Source: an optimization exercise on an open RTL-to-GDS flow (aim: small area, a short achievable clock period and few clock cycles per item). Production flows keep margins and buffers that such runs may drop.
In this exercise RTL edits were held to simulation tests only and were not proved equivalent to the original.
Power and IR drop assume default switching activity.

==> run.sh <==
#!/bin/bash
# synth_recipe.tcl (not shown) runs the flow's synth.tcl, then flattens the netlist and writes it again
# the make line also repeats each setting of config.mk as NAME=value (left out here)
make -C /OpenROAD-flow-scripts/flow DESIGN_CONFIG=/design/flow/config.mk WORK_HOME=/design/flow/orfs CLKGATE_MAP_FILE= SYNTH_SCRIPT=/design/flow/synth_recipe.tcl finish
==> config.mk <==
export PLATFORM = sky130hd
export DESIGN_NAME = radix_integer_text_parser
export DESIGN_NICKNAME = radix_integer_text_parser
export VERILOG_FILES = /design/flow/design.v
export SDC_FILE = /design/flow/constraint.sdc
export NUM_CORES = 4
export LEC_CHECK = 0
export ABC_CLOCK_PERIOD_IN_PS = 4000
export CAP_MARGIN = 20
export CORE_MARGIN = 2
export CORE_UTILIZATION = 40
export SETUP_SLACK_MARGIN = 4
export SLEW_MARGIN = 20
==> constraint.sdc <==
create_clock -name core_clock -period 9.0 [get_ports {clk}]
set_input_delay 1.8000 -clock core_clock [delete_from_list [all_inputs] [get_ports {clk}]]
set_output_delay 1.8000 -clock core_clock [all_outputs]
set_load 0.01 [all_outputs]
==> design.v <==
package rtip_pkg;
  localparam int ACC_WIDTH_DEF    = 64;
  localparam int OFFSET_WIDTH_DEF = 8;
  localparam int BASE_W           = 6;
  localparam int CHAR_W           = 8;
  localparam int CFG_INDEX_W      = 8;
  localparam int CFG_DATA_W       = 8;
  localparam int CODE_W           = 8;
  localparam logic [CFG_INDEX_W-1:0] CFG_NUMBER_BASE = CFG_INDEX_W'(0);
  localparam logic [CFG_INDEX_W-1:0] CFG_SIGNED_MODE = CFG_INDEX_W'(1);
  localparam logic [2:0] PH_START = 3'd0;   
  localparam logic [2:0] PH_SIGN  = 3'd1;   
  localparam logic [2:0] PH_AZ    = 3'd2;   
  localparam logic [2:0] PH_AZX   = 3'd3;   
  localparam logic [2:0] PH_HZ    = 3'd4;   
  localparam logic [2:0] PH_DIG   = 3'd5;   
  localparam logic [2:0] PH_STOP  = 3'd6;   
  localparam logic [1:0] AR_10 = 2'd0;
  localparam logic [1:0] AR_8  = 2'd1;
  localparam logic [1:0] AR_16 = 2'd2;
endpackage
import rtip_pkg::*;
module rtip_step (
  input  logic [rtip_pkg::CHAR_W-1:0] char_code,
  input  logic                        last_char,
  output logic [rtip_pkg::CODE_W-1:0] code
);
  logic       is_dig;
  logic [3:0] dval;
  always_comb begin
    is_dig = 1'b0;
    dval   = char_code[3:0];
    if (char_code >= 8'h30 && char_code <= 8'h39) begin
      is_dig = 1'b1;
    end else if ((char_code >= 8'h61 && char_code <= 8'h66) ||
                 (char_code >= 8'h41 && char_code <= 8'h46)) begin
      is_dig = 1'b1;
      dval   = char_code[3:0] + 4'd9;
    end
  end
  assign code = {last_char,
                 (char_code == 8'h78) || (char_code == 8'h58),
                 char_code == 8'h2d,
                 is_dig,
                 dval};
endmodule
import rtip_pkg::*;
module radix_integer_text_parser #(
  parameter int ACC_WIDTH    = rtip_pkg::ACC_WIDTH_DEF,
  parameter int OFFSET_WIDTH = rtip_pkg::OFFSET_WIDTH_DEF,
  parameter int OUT_W        = ((ACC_WIDTH + OFFSET_WIDTH + 7) / 8) * 8
) (
  input  logic                               clk,
  input  logic                               rst,
  input  logic                               cfg_valid,
  output logic                               cfg_ready,
  input  logic [rtip_pkg::CFG_INDEX_W-1:0]   cfg_index,
  input  logic [rtip_pkg::CFG_DATA_W-1:0]    cfg_data,
  input  logic                               s_axis_tvalid,
  output logic                               s_axis_tready,
  input  logic [rtip_pkg::CHAR_W-1:0]        s_axis_tdata,
  input  logic                               s_axis_tlast,
  output logic                               m_axis_tvalid,
  input  logic                               m_axis_tready,
  output logic [OUT_W-1:0]                   m_axis_tdata
);
  logic [BASE_W-1:0] cfg_base;
  logic              cfg_sgn;
  assign cfg_ready = 1'b1;
  always_ff @(posedge clk) begin
    if (rst) begin
      cfg_base <= '0;
      cfg_sgn  <= 1'b0;
    end else if (cfg_valid) begin
      if (cfg_index == CFG_NUMBER_BASE) cfg_base <= cfg_data[BASE_W-1:0];
      if (cfg_index == CFG_SIGNED_MODE) cfg_sgn  <= cfg_data[0];
    end
  end
  logic [CODE_W-1:0] in_code, s1_c, sk_c;
  logic              s1_v, sk_v, s1_adv, in_hs, s1_load;
  rtip_step u_dec (.char_code(s_axis_tdata), .last_char(s_axis_tlast), .code(in_code));
  assign s_axis_tready = !sk_v;
  assign in_hs         = s_axis_tvalid && !sk_v;
  assign s1_load       = !s1_v || s1_adv;
  always_ff @(posedge clk) begin
    if (rst) begin
      s1_v <= 1'b0;
      sk_v <= 1'b0;
    end else if (s1_load) begin
      s1_v <= sk_v || in_hs;
      sk_v <= 1'b0;
    end else if (in_hs) begin
      sk_v <= 1'b1;
    end
  end
  always_ff @(posedge clk) begin
    if (s1_load) s1_c <= sk_v ? sk_c : in_code;
    if (in_hs)   sk_c <= in_code;
  end
  logic [2:0]              ph, nph;
  logic [1:0]              ar, nar;
  logic                    neg;
  logic [OFFSET_WIDTH-1:0] off;
  logic [ACC_WIDTH-1:0]    acc;
  logic                    m_v;
  logic                    busy;
  logic [5:0]              cnt;
  logic [6:0]              h;
  logic [3:0] d;
  logic       is_dig, is_m, is_x, last, is_0;
  assign d      = s1_c[3:0];
  assign is_dig = s1_c[4];
  assign is_m   = s1_c[5];
  assign is_x   = s1_c[6];
  assign last   = s1_c[7];
  assign is_0   = is_dig && (d == 4'd0);
  logic              start, auto, hexm;
  logic [BASE_W-1:0] radix;
  logic              sel8, sel10, sel16, fast, dlt;
  assign start = (ph == PH_START);
  assign auto  = (cfg_base == '0);
  assign hexm  = (cfg_base == 6'd16);
  assign radix = !auto ? cfg_base : (ar == AR_8) ? 6'd8 : (ar == AR_16) ? 6'd16 : 6'd10;
  assign sel8  = (radix == 6'd8);
  assign sel10 = (radix == 6'd10);
  assign sel16 = (radix == 6'd16);
  assign fast  = sel8 || sel10 || sel16;
  assign dlt   = is_dig && ((radix[5:4] != 2'b00) || (d < radix[3:0]));
  localparam logic [1:0] AM_HOLD = 2'd0, AM_ZERO = 2'd1, AM_ONES = 2'd2, AM_MAC = 2'd3;
  logic [1:0] am;
  logic [1:0] inc;
  logic       take, set_neg;
  always_comb begin
    nph     = ph;
    nar     = ar;
    am      = AM_HOLD;
    inc     = 2'd0;
    take    = 1'b0;
    set_neg = 1'b0;
    case (ph)
      PH_START, PH_SIGN: begin
        if (start && cfg_sgn && is_m) begin
          nph     = PH_SIGN;
          inc     = 2'd1;
          am      = AM_ONES;
          set_neg = 1'b1;
        end else if (auto && is_0) begin
          nph = PH_AZ;
          nar = AR_8;
          inc = 2'd1;
          am  = start ? AM_ZERO : AM_HOLD;
        end else if (hexm && is_0) begin
          nph = PH_HZ;
          inc = 2'd1;
          am  = start ? AM_ZERO : AM_HOLD;
        end else begin
          take = 1'b1;
        end
      end
      PH_AZ: begin
        if (is_x) begin
          nph = PH_AZX;
          nar = AR_16;
        end else begin
          take = 1'b1;
        end
      end
      PH_AZX: begin
        if (is_dig) take = 1'b1;
        else        nph  = PH_STOP;
      end
      PH_HZ: begin
        if (is_x) begin
          nph = PH_DIG;
          inc = 2'd1;
        end else begin
          take = 1'b1;
        end
      end
      PH_DIG: take = 1'b1;
      default: ;
    endcase
    if (take) begin
      if (dlt) begin
        nph = PH_DIG;
        inc = (ph == PH_AZX) ? 2'd2 : 2'd1;
        am  = AM_MAC;
      end else begin
        nph = PH_STOP;
        am  = start ? AM_ZERO : AM_HOLD;
      end
    end
    if (last) begin
      nph = PH_START;
      nar = AR_10;
    end
  end
  logic need_slow, blocked;
  assign need_slow = (am == AM_MAC) && !start && !fast;
  assign blocked   = start && m_v && !m_axis_tready;
  assign s1_adv    = s1_v && !blocked && (!need_slow || (busy && cnt == 6'd63));
  logic       neg_eff;
  logic [6:0] k;
  assign neg_eff = !start && neg;
  assign k       = (neg_eff ? {1'b0, radix - 6'd1} : 7'd0) + {3'b000, d};
  logic [ACC_WIDTH-1:0] xa, ya, sum;
  assign xa  = start ? '0 : (acc << 3);
  assign ya  = start ? '0 : sel10 ? (acc << 1) : sel16 ? (acc << 3) : '0;
  assign sum = xa + ya + ACC_WIDTH'(k);
  logic [7:0] t;
  assign t = {1'b0, h} + (acc[0] ? {2'b00, radix} : 8'd0);
  logic [OFFSET_WIDTH:0] off_sum;
  assign off_sum = (start ? '0 : {1'b0, off}) + (OFFSET_WIDTH+1)'(inc);
  always_ff @(posedge clk) begin
    if (rst) begin
      ph   <= PH_START;
      ar   <= AR_10;
      m_v  <= 1'b0;
      busy <= 1'b0;
    end else begin
      if (s1_adv) begin
        ph <= nph;
        ar <= nar;
      end
      if (s1_adv && last)    m_v <= 1'b1;
      else if (m_axis_tready) m_v <= 1'b0;
      if (busy) begin
        if (cnt == 6'd63) busy <= 1'b0;
      end else if (s1_v && need_slow) begin
        busy <= 1'b1;
      end
    end
  end
  always_ff @(posedge clk) begin
    if (busy) begin
      acc <= {t[0], acc[ACC_WIDTH-1:1]};
      h   <= t[7:1];
      cnt <= cnt + 6'd1;
    end else begin
      h   <= k;
      cnt <= '0;
      if (s1_adv) begin
        case (am)
          AM_ZERO: acc <= '0;
          AM_ONES: acc <= '1;
          AM_MAC:  acc <= sum;
          default: ;
        endcase
      end
    end
    if (s1_adv) begin
      if (start) neg <= set_neg;
      off <= off_sum[OFFSET_WIDTH] ? '1 : off_sum[OFFSET_WIDTH-1:0];
    end
  end
  assign m_axis_tvalid = m_v;
  assign m_axis_tdata  = OUT_W'({off, neg ? ~acc : acc});
endmodule
==> results of run 1 <==
## through the flow
| step | setup slack (ns) | hold slack, ns | std cells | area (sq um) |
|---|---|---|---|---|
| after floorplan | 3.30 | 0.420 | 1483 | 12700 |
| after global placement | 2.42 | 0.433 | 1897 | 13900 |
| after detailed placement | 2.30 | 0.440 | 1897 | 13900 |
| after CTS | 2.89 | 0.451 | 1966 | 15100 |
| after global routing | 2.69 | 0.503 | 1976 | 15400 |
| final | 2.93 | 0.446 | 1976 | 15400 |
## where the power goes
part / switching [mW] / internal, mW
clock: 0.329 / 0.370
combinational: 0.427 / 0.343
sequential: 0.0736 / 0.658
## flip-flops by register name (all words and copies together), names as in the netlist, 2 cells and up
| name | count |
|---|---|
| s1_c | 8 |
| h | 7 |
| cnt | 6 |
| off | 8 |
| ar | 2 |
| cfg_base | 6 |
| sk_c | 8 |
| ph | 3 |
| acc | 64 |
## cell usage in the layout (no fill, tap or decap), types with 58 or more instances in the layout
cell type | synthesis | layout
a21oi_1 | 121 | 108
and2_1 | 68 | 67
clkdlybuf4s50_1 | 0 | 101
edfxtp_1 | 89 | 89
ha_1 | 143 | 137
inv_1 | 61 | 58
nand2_1 | 108 | 107
nor2_1 | 124 | 121
o21ai_0 | 82 | 60
xor2_1 | 94 | 91
## logic make-up after synthesis
group / Yosys count
and+or+nand+nor: 446
AOI/OAI and AO/OA: 447
adders and majority gates: 152
buffers and inverters: 157
other: 1
DFF: 118
muxes: 19
xor gates and xnor gates: 143
## worst max-delay path: cells and delay by family (launching register included)
family / cells / cell delay [ns]
and+or+nand+nor: 7 / 1.63
xor gates and xnor gates: 2 / 0.25
adders and majority gates: 4 / 1.29
buffers and inverters: 3 / 0.18
AOI/OAI and AO/OA: 11 / 2.12
DFF: 1 / 0.35
## repair_timing
item / in CTS / in global routing
pin swaps: 73 / 44
setup endpoints to repair: 120 / 128
buffers inserted: 37 / 10
gates resized for setup: 85 / 36
## how the worst max path moves through the flow
stage | start | to | slack (ns) | cells past startpoint
final | cfg_base[2] | acc[62] | 2.93 | 27
after global routing | cfg_base[2] | acc[62] | 2.69 | 27
after CTS | cfg_base[0] | acc[57] | 2.89 | 29
after detailed placement | cfg_base[5] | acc[56] | 2.30 | 19
after global placement | cfg_base[5] | acc[56] | 2.42 | 19
after floorplan | cfg_base[5] | acc[62] | 3.30 | 28
## layer usage
layer | wire length (microns) | global-route usage
met5 | 0 | 0
met1 | 15900 | 0.276
met3 | 1250 | 0.0319
met2 | 17000 | 0.370
met4 | 599 | 0.0606
## cell type report
type                            count  area share
Inverter                           62      0.0151
Sequential cell                   118       0.213
Clock inverter                     15      0.0101
Multi-Input combinational cell   1208       0.600
Tap cell                          396      0.0322
Clock buffer                       17      0.0277
Timing Repair Buffer              160       0.102
==> impl_metrics.json, run 1 <==
{
  "num_rows": 64,
  "r2r_end": "acc[62]",
  "ys_seq_area_frac": 0.261,
  "grt_overflow": 0,
  "ff2ff_path_depth": 27,
  "synth_fp_nets": 1664,
  "syn_area_sq_um": 12500,
  "fin_skew_ns": 0.0136,
  "viasPerCell": 5.71,
  "synth_compound_area_frac": 0.239,
  "finalSetupTns_ns": 0,
  "yosys.area_share.simple": 0.178,
  "cts_tree": "yes",
  "cts_buffers": 17,
  "synthFlopType": "edfxtp_1",
  "r2r_setup_slack_ns": 2.93,
  "slowest_delay_ns": 0.56,
  "rsz0062_at_grt": "yes",
  "cts-root-buf": "clkbuf_16",
  "ioPinCount": 105,
  "synth_top_area_share": 0.215,
  "grt_pass1_wl_microns": 57700,
  "drt_iter0_drc": 674,
  "vias": 11300,
  "period_minus_slack_ns": 6.07,
  "critPathKind": "reg2reg",
  "cp_max_fo": 3,
  "clock_latency_ns": 0.44,
  "chipHeight_microns": 180,
  "synth_edf_count": 89,
  "drc": 0,
  "cp_common_cell": "a21oi_2",
  "slew_headroom": 0.310,
  "muxShareOfSynthArea": 0.0162,
  "yosysMostFrequentCell": "ha_1",
  "drive_gt1_frac": 0.135,
  "core_area_sq_um": 30700,
  "cpMaxStageDelayCell": "fa_1",
  "hold_class": "reg2reg",
  "firstDrtPassIters": 6,
  "gp_congestion": 0.900,
  "dieArea_sq_um": 32600,
  "final_util": 0.501,
  "insertedDiodeCount": 0,
  "ir_drop_v": 0.000104,
  "area_growth_pct": 23.4,
  "seq_area_sq_um": 3270,
  "cts_hold_buf": 0,
  "async_flop_share": 0,
  "die_w_microns": 180,
  "synthAdderAreaFrac": 0.157,
  "grt_max_degree": 73,
  "fin_nets": 1748,
  "finalCritPeriodShare": 0.674,
  "yosysWarnings": 2,
  "leakagePower_nw": 6.83,
  "synth_commonest_cells": "143 x ha_1, 124 x nor2_1, 121 x a21oi_1, 108 x nand2_1, 94 x xor2_1",
  "max_cap_viol_count": 0,
  "synthCells": 1483,
  "synth-seq-cells": 118,
  "arrival_ns": 6.26,
  "finalPower_mw": 2.20,
  "tightest_slew_ns": 1.04,
  "multiInputGateArea_sq_um": 9230,
  "grt_usage": 0.214,
  "ys_types": 78,
  "setup_viol": 0,
  "yosysTopAreaCell": "edfxtp_1",
  "holdPathEnd": "cnt[0]",
  "path_clk_slew_ns": 0.07,
  "htree_levels": 4,
  "cts.sinks": 118,
  "antenna_found_initial": 0,
  "status": "finished clean",
  "cp-end-kind": "flop",
  "cts_buffer_depth": 2,
  "synthXorXnorAreaFrac": 0.101,
  "wl_per_cell_microns": 17.6,
  "finalHoldViolations": 0,
  "crit_required_ns": 9.19,
  "first_global_vias": 11300,
  "nFillCells": 2891,
  "startpoint_type": "flop",
  "max_clock_freq_ghz": 0.165,
  "hold_depth": 1,
  "start_util": 0.406,
  "drv_slew": 0,
  "ys_top_cells_by_area": "edfxtp_1 21%, ha_1 14%, xor2_1 6.6%",
  "drtAntennaViolNets": 0,
  "io_buffers": 101,
  "synth_top_family_by_area": "compound AO/OA/AOI/OAI gates",
  "hpwl_microns": 23600,
  "r2r_start": "cfg_base[2]",
  "power_density_nw_per_um2": 143,
  "hp-start": "cnt[0]",
  "avgSynthCellArea_sq_um": 8.40,
  "wl_microns": 34800
}
Testbench counts, summed over its fixed seeds: cycles 28,162, chars 28,066.
==> inputs of run 2 (changes only) <==
--- a/config.mk
+++ b/config.mk
@@ -5,9 +5,9 @@
 export SDC_FILE = /design/flow/constraint.sdc
 export NUM_CORES = 4
 export LEC_CHECK = 0
-export ABC_CLOCK_PERIOD_IN_PS = 4000
+export ABC_CLOCK_PERIOD_IN_PS = 3000
 export CAP_MARGIN = 20
 export CORE_MARGIN = 2
 export CORE_UTILIZATION = 40
-export SETUP_SLACK_MARGIN = 4
+export SETUP_SLACK_MARGIN = 5
 export SLEW_MARGIN = 20
==> run 2 against run 1 <==
Clock power rose by 2.9%. Die area stayed put. Count of clock-buffer cells in the layout did not move. Area after synthesis unchanged. Sequential share of layout area shrank 0.59 points. Sequential power is 0.5% higher. Largest cell class unchanged.
==> impl_metrics.json, run 2 <==
{
  "grt_max_degree": 81,
  "largest_register": "acc",
  "syn_area_sq_um": 12500,
  "critPathBufInv": 3,
  "drive_gt1_frac": 0.161,
  "vias": 11500,
  "period_minus_slack_ns": 5.94,
  "cts_hold_buf": 0,
  "drt_iter0_drc": 783,
  "path_clk_slew_ns": 0.07,
  "cp_common_cell": "a21oi_2",
  "synth_top_area_share": 0.215,
  "finalCritPeriodShare": 0.660,
  "largest_reg_flops": 64,
  "synth_fp_nets": 1664,
  "grt_overflow": 0,
  "slew_headroom": 0.452,
  "area_growth_pct": 26.9,
  "avgSynthCellArea_sq_um": 8.40,
  "ys_types": 78,
  "r2r_setup_slack_ns": 3.06,
  "setup_viol": 0,
  "synthCells": 1483,
  "drtAntennaViolNets": 0,
  "hold_class": "reg2reg",
  "synth-seq-cells": 118,
  "yosysWarnings": 2,
  "fin_skew_ns": 0.0156,
  "cts.sinks": 118,
  "power_density_nw_per_um2": 144,
  "viasPerCell": 5.77,
  "synth_commonest_cells": "143 x ha_1, 124 x nor2_1, 121 x a21oi_1, 108 x nand2_1, 94 x xor2_1",
  "grt_usage": 0.227,
  "drv_slew": 0,
  "ys_seq_area_frac": 0.261,
  "startpoint_type": "flop",
  "rsz0062_at_grt": "yes",
  "finalSetupTns_ns": 0,
  "insertedDiodeCount": 0,
  "most-common-layout-cells": "136 x ha_1, 119 x nor2_1, 105 x nand2_1",
  "use_met2": 0.373,
  "nFillCells": 2825,
  "ir_drop_v": 0.000124,
  "cts-root-buf": "clkbuf_16",
  "placed_area_sq_um": 13900,
  "core_area_sq_um": 30700,
  "io_buffers": 101,
  "critPathKind": "reg2reg",
  "drc": 0,
  "postLayoutCellArea_sq_um": 15800,
  "place_inst": 1898,
  "max_cap_viol_count": 0,
  "finalHoldViolations": 0,
  "wl_per_cell_microns": 18.5,
  "finalPower_mw": 2.28,
  "layout_commonest_cell": "ha_1",
  "firstDrtPassIters": 5,
  "leakagePower_nw": 7.03,
  "fin_nets": 1763,
  "synth_edf_count": 89,
  "grt-busiest-layer": "met2",
  "synthFlopType": "edfxtp_1",
  "num_rows": 64,
  "cts_buffers": 17,
  "layoutNonFillerInstCount": 1991,
  "first_global_vias": 11300,
  "htree_levels": 4,
  "arrival_ns": 6.11,
  "crit_required_ns": 9.18,
  "clock_latency_ns": 0.43,
  "status": "finished clean",
  "cts_tree": "yes",
  "tightest_slew_ns": 0.821,
  "die_w_microns": 180,
  "max_clock_freq_ghz": 0.168,
  "path_delay_family": "compound AO/OA/AOI/OAI gates",
  "cpMaxStageDelayCell": "fa_1",
  "grt_pass1_wl_microns": 60500,
  "final_util": 0.516,
  "grt_use_met3": 0.0293,
  "gp_congestion": 0.860,
  "cp_max_fo": 3,
  "slowest_delay_ns": 0.55,
  "start_util": 0.406,
  "antenna_found_initial": 0,
  "dieArea_sq_um": 32600,
  "yosysTopAreaCell": "edfxtp_1",
  "cts_buffer_depth": 2,
  "hpwl_microns": 24400,
  "cp-end-kind": "flop",
  "async_flop_share": 0,
  "ys_top_cells_by_area": "edfxtp_1 21%, ha_1 14%, xor2_1 6.6%",
  "wl_microns": 36800,
  "chipHeight_microns": 180,
  "yosysMostFrequentCell": "ha_1",
  "grt.met1_usage": 0.314,
  "ioPinCount": 105
}
## run 2: cell counts after synthesis
No cell type changed its count.
## run 2: routing by layer
| layer | share of wire | vias to the layer above |
|---|---|---|
| met1 | 0.48 | 5573 |
| li1 | - | 5578 |
| met3 | 0.042 | 42 |
| met4 | 0.015 | 0 |
| met2 | 0.46 | 298 |
| met5 | 0 | - |
## run 2: cell type report
type | instances | area [sq um] | area share
flip-flops and latches | 118 | 3270 | 0.207
repair buffers | 174 | 1730 | 0.109
multi-input cells | 1209 | 9490 | 0.600
clock buffers | 17 | 425 | 0.0269
inverters | 62 | 233 | 0.0147
clock inverters | 15 | 175 | 0.0111
well taps | 396 | 495 | 0.0313
## run 2: path summary, 6_finish.rpt
| check | endpoint | startpoint | cells after the start |
|---|---|---|---|
| max | acc[62] | cfg_base[2] | 27 |
| min | cnt[0] | cnt[0] | 1 |
| max reg2reg | acc[62] | cfg_base[2] | 27 |
| min reg2reg | cnt[0] | cnt[0] | 1 |
## run 2: cell families (layout without fill, tap and decap cells)
logic type               Yosys count  after routing  share of synthesized area
buffers and inverters            157            268                     0.0485
flip-flops                       118            118                      0.261
other                              1              1                   0.000301
XOR/XNOR                         143            143                      0.101
AO/OA/AOI/OAI                    447            448                      0.239
multiplexers                      19             19                     0.0162
adder cells (fa/ha/maj)          152            152                      0.157
AND/OR/NAND/NOR                  446            446                      0.178
## run 2: repair_timing
| action | in CTS | in global routing |
|---|---|---|
| setup buffers | 50 | 9 |
| gates cloned | 2 | 0 |
| pin swaps | 104 | 39 |
| endpoints found under the setup margin | 215 | 171 |
| resized for setup | 126 | 40 |
## run 2: stage by stage
step                      hold WS [ns]  setup slack, ns
after CTS                        0.451             3.13
after floorplan                  0.420             3.30
after global routing             0.492             2.85
after detailed placement         0.438             2.52
final                            0.448             3.06
after global placement           0.435             2.49
## run 2: power by group
| part | internal (mW) | leakage (nW) | switching, mW |
|---|---|---|---|
| Combinational | 0.367 | 5.63 | 0.457 |
| Sequential | 0.658 | 1.11 | 0.0777 |
| Clock | 0.398 | 0.291 | 0.320 |
| Total | 1.42 | 7.03 | 0.855 |
==> inputs of run 3 (changes only) <==
--- a/config.mk
+++ b/config.mk
@@ -5,9 +5,7 @@
 export SDC_FILE = /design/flow/constraint.sdc
 export NUM_CORES = 4
 export LEC_CHECK = 0
-export ABC_CLOCK_PERIOD_IN_PS = 3000
 export CAP_MARGIN = 20
 export CORE_MARGIN = 2
 export CORE_UTILIZATION = 40
-export SETUP_SLACK_MARGIN = 5
 export SLEW_MARGIN = 20
==> run 3 against run 2 <==
Cell count shrank 3.0%. First-iteration DRC count grew 10%. Synthesized cell count is the same. Non-clock buffer count shrank 59. Die area is the same. Flip-flop and latch count is the same. Clock power shrank 3.2%. Power shrank 5.3%. Sequential power is essentially flat. Fmax shrank 20%. Largest cell class unchanged.
==> impl_metrics.json, run 3 <==
{
  "ys_seq_area_frac": 0.261,
  "post_cts_buffers": 0,
  "wl_microns": 33300,
  "drt_iter0_drc": 865,
  "critPathKind": "reg2reg",
  "ir_drop_v": 0.0000901,
  "avgSynthCellArea_sq_um": 8.40,
  "synth_commonest_cells": "143 x ha_1, 124 x nor2_1, 121 x a21oi_1, 108 x nand2_1, 94 x xor2_1",
  "power_frac_clock": 0.323,
  "ys_types": 78,
  "hpwl_microns": 23900,
  "synth_fp_nets": 1664,
  "chipHeight_microns": 180,
  "area_growth_pct": 14.9,
  "cts.sinks": 118,
  "p_sw_frac": 0.375,
  "async_flop_share": 0,
  "most-common-layout-cells": "143 x ha_1, 124 x nor2_1, 121 x a21oi_1",
  "synthCells": 1483,
  "status": "finished clean",
  "largest_register": "acc",
  "insertedDiodeCount": 0,
  "gp_congestion": 0.888,
  "leakagePower_nw": 6.45,
  "setup_viol": 0,
  "finalSetupTns_ns": 0,
  "layout_commonest_cell": "ha_1",
  "first_global_vias": 10700,
  "fin_skew_ns": 0.0180,
  "antenna_found_initial": 0,
  "die_w_microns": 180,
  "grt_max_degree": 70,
  "period_minus_slack_ns": 7.42,
  "finalCritPeriodShare": 0.824,
  "synth_edf_count": 89,
  "grt_overflow": 0,
  "yosysMostFrequentCell": "ha_1",
  "cts-root-buf": "clkbuf_16",
  "start_util": 0.406,
  "viasPerCell": 5.74,
  "p_sw_uw": 808,
  "grt_pass1_wl_microns": 54900,
  "arrival_ns": 7.61,
  "synth_top_area_share": 0.215,
  "yosysWarnings": 2,
  "hold_class": "reg2reg",
  "yosysTopAreaCell": "edfxtp_1",
  "cts_hold_buf": 0,
  "cts_buffers": 17,
  "p_seq_frac": 0.340,
  "hold_depth": 1,
  "r2r_end": "acc[60]",
  "startpoint_type": "flop",
  "finalHoldViolations": 0,
  "htree_levels": 4,
  "cts_buffer_depth": 2,
  "power_frac_comb": 0.338,
  "drv_slew": 0,
  "ioPinCount": 105,
  "core_area_sq_um": 30700,
  "r2r_setup_slack_ns": 1.58,
  "firstDrtPassIters": 5,
  "hp-start": "cnt[0]",
  "drc": 0,
  "ff2ff_path_depth": 27,
  "drive_gt1_frac": 0.0515,
  "cp-end-kind": "flop",
  "grt_usage": 0.202,
  "vias": 11100,
  "dieArea_sq_um": 32600,
  "power_density_nw_per_um2": 151,
  "cp_max_fo": 9,
  "max_cap_viol_count": 0,
  "path_clk_slew_ns": 0.06,
  "tightest_slew_ns": 1.08,
  "wl_per_cell_microns": 17.2,
  "timing.hold.ws_ns": 0.451,
  "seq_area_sq_um": 3260,
  "synthFlopType": "edfxtp_1",
  "drtAntennaViolNets": 0,
  "ys_top_cells_by_area": "edfxtp_1 21%, ha_1 14%, xor2_1 6.6%",
  "nFillCells": 3041,
  "finalPower_mw": 2.16,
  "holdPathEnd": "cnt[0]",
  "slew_headroom": 0.277,
  "io_buffers": 101,
  "rsz0062_at_grt": "no",
  "cts_resized": 0,
  "synth-seq-cells": 118,
  "r2r_start": "cfg_base[0]",
  "cts_tree": "yes",
  "max_clock_freq_ghz": 0.135,
  "fin_nets": 1703,
  "clock_latency_ns": 0.45,
  "internal_power_mw": 1.35,
  "multiInputGateArea_sq_um": 8630,
  "largest_reg_flops": 64,
  "syn_area_sq_um": 12500,
  "crit_required_ns": 9.19,
  "num_rows": 64
}
run 3: cell count changes in the layout (fill, tap and decap cells not counted), moves of 8 or more:
cell	previous run	this run
o21ai_0	47	82
buf_4	47	14
o21ai_1	28	2
a21oi_1	100	121
a21oi_2	20	2
buf_6	18	0
xnor2_1	39	49
a211oi_1	10	19
xnor2_2	9	0
xor2_1	85	94
xor2_2	8	0
run 3: through the flow:
stage / setup WS [ns] / std cells / instance area [sq um] / util
after floorplan: 2.53 / 1483 / 12500 / -
after global routing: 1.17 / 1931 / 14300 / 0.467
after global placement: 1.67 / 1899 / 13700 / 0.448
after CTS: 1.53 / 1931 / 14300 / 0.467
after detailed placement: 1.59 / 1899 / 13700 / 0.448
final: 1.58 / 1931 / 14300 / 0.467
run 3: worst max path at each step:
| stage | from | end | slack (ns) | depth (start not counted) |
|---|---|---|---|---|
| global route | cfg_base[0] | acc[60] | 1.17 | 27 |
| detailed placement | cfg_base[0] | acc[60] | 1.59 | 27 |
| global placement | cfg_base[5] | acc[60] | 1.67 | 27 |
| CTS | cfg_base[0] | acc[60] | 1.53 | 27 |
| floorplan | cfg_base[0] | acc[0] | 2.53 | 15 |
| finish | cfg_base[0] | acc[60] | 1.58 | 27 |
run 3: layout make-up:
cell class	instances	share of cell area
Timing Repair Buffer	115	0.0780
Clock buffer	17	0.0297
Tap cell	396	0.0346
Clock inverter	15	0.0108
Multi-Input combinational cell	1208	0.603
Inverter	62	0.0163
Sequential cell	118	0.228
run 3: cells by family after synthesis:
group           share of synthesized area
fa+ha+maj                           0.157
buf+inv                            0.0485
mux                                0.0162
simple gates                        0.178
compound gates                      0.239
other cells                      0.000301
xor+xnor                            0.101
flops                               0.261
run 3: critical path, stage by stage (launching register included):
cell       delay [ns]
dfxtp_1          0.41
nor4_1           0.52
a31oi_1          0.35
ha_1             0.38
or2_2            0.32
inv_1            0.07
ha_1             0.22
a21o_1           0.15
a21oi_1          0.21
inv_1            0.06
a21oi_1          0.18
and3_1           0.18
nor2_1           0.05
xnor2_1          0.20
nand3_1          0.16
fa_1             0.60
inv_1            0.05
ha_1             0.36
nand4_1          0.12
a21oi_1          0.06
nor3_1           0.26
o21a_1           0.24
o21ai_0          0.17
a2111oi_0        0.85
nor3_1           0.20
a211oi_1         0.33
xnor2_1          0.14
a221o_1          0.32
run 3: metal layers:
metal	vias up	GRT usage	wire length, microns	part of all wire
li1	5467	-	-	-
met1	5262	0.280	16100	0.48
met2	310	0.332	15100	0.45
met3	49	0.0299	1520	0.046
met4	0	0.0500	566	0.017
met5	-	0	0	0
run 3: power groups by stage:
stage | registers (mW) | logic [mW] | clock network, mW
after floorplan | 0.718 | 0.487 | 0
after global placement | 0.744 | 0.717 | 0
after detailed placement | 0.745 | 0.724 | 0
after CTS | 0.734 | 0.730 | 0.706
after global routing | 0.744 | 0.808 | 0.726
final | 0.733 | 0.728 | 0.696

port drivers added, routing unchanged:
Ports are ideal in the flow. The routed layouts listed here were re-timed in OpenROAD.
Step 1 assumes that a clkbuf_16 drives the clock port and a buf_2 every other input.
Step 2 also shifts input and output timing later by t, the mid clock arrival at the registers, as if the neighbouring blocks saw the same clock.
a / b / c = no drivers / after step 1 / after step 2; a / b = the first two.
run	t, ns	setup WS [ns]	hold slack, ns	worst data-port slew with drivers (ns)
run 1	0.479	2.935 / 2.935 / 2.935	0.446 / 0.446 / 0.446	0.04
run 2	0.478	3.061 / 3.061 / 3.061	0.448 / 0.448 / 0.448	0.03
run 3	0.480	1.580 / 1.580 / 1.580	0.451 / 0.451 / 0.451	0.04
After both steps every run listed still meets setup and hold.
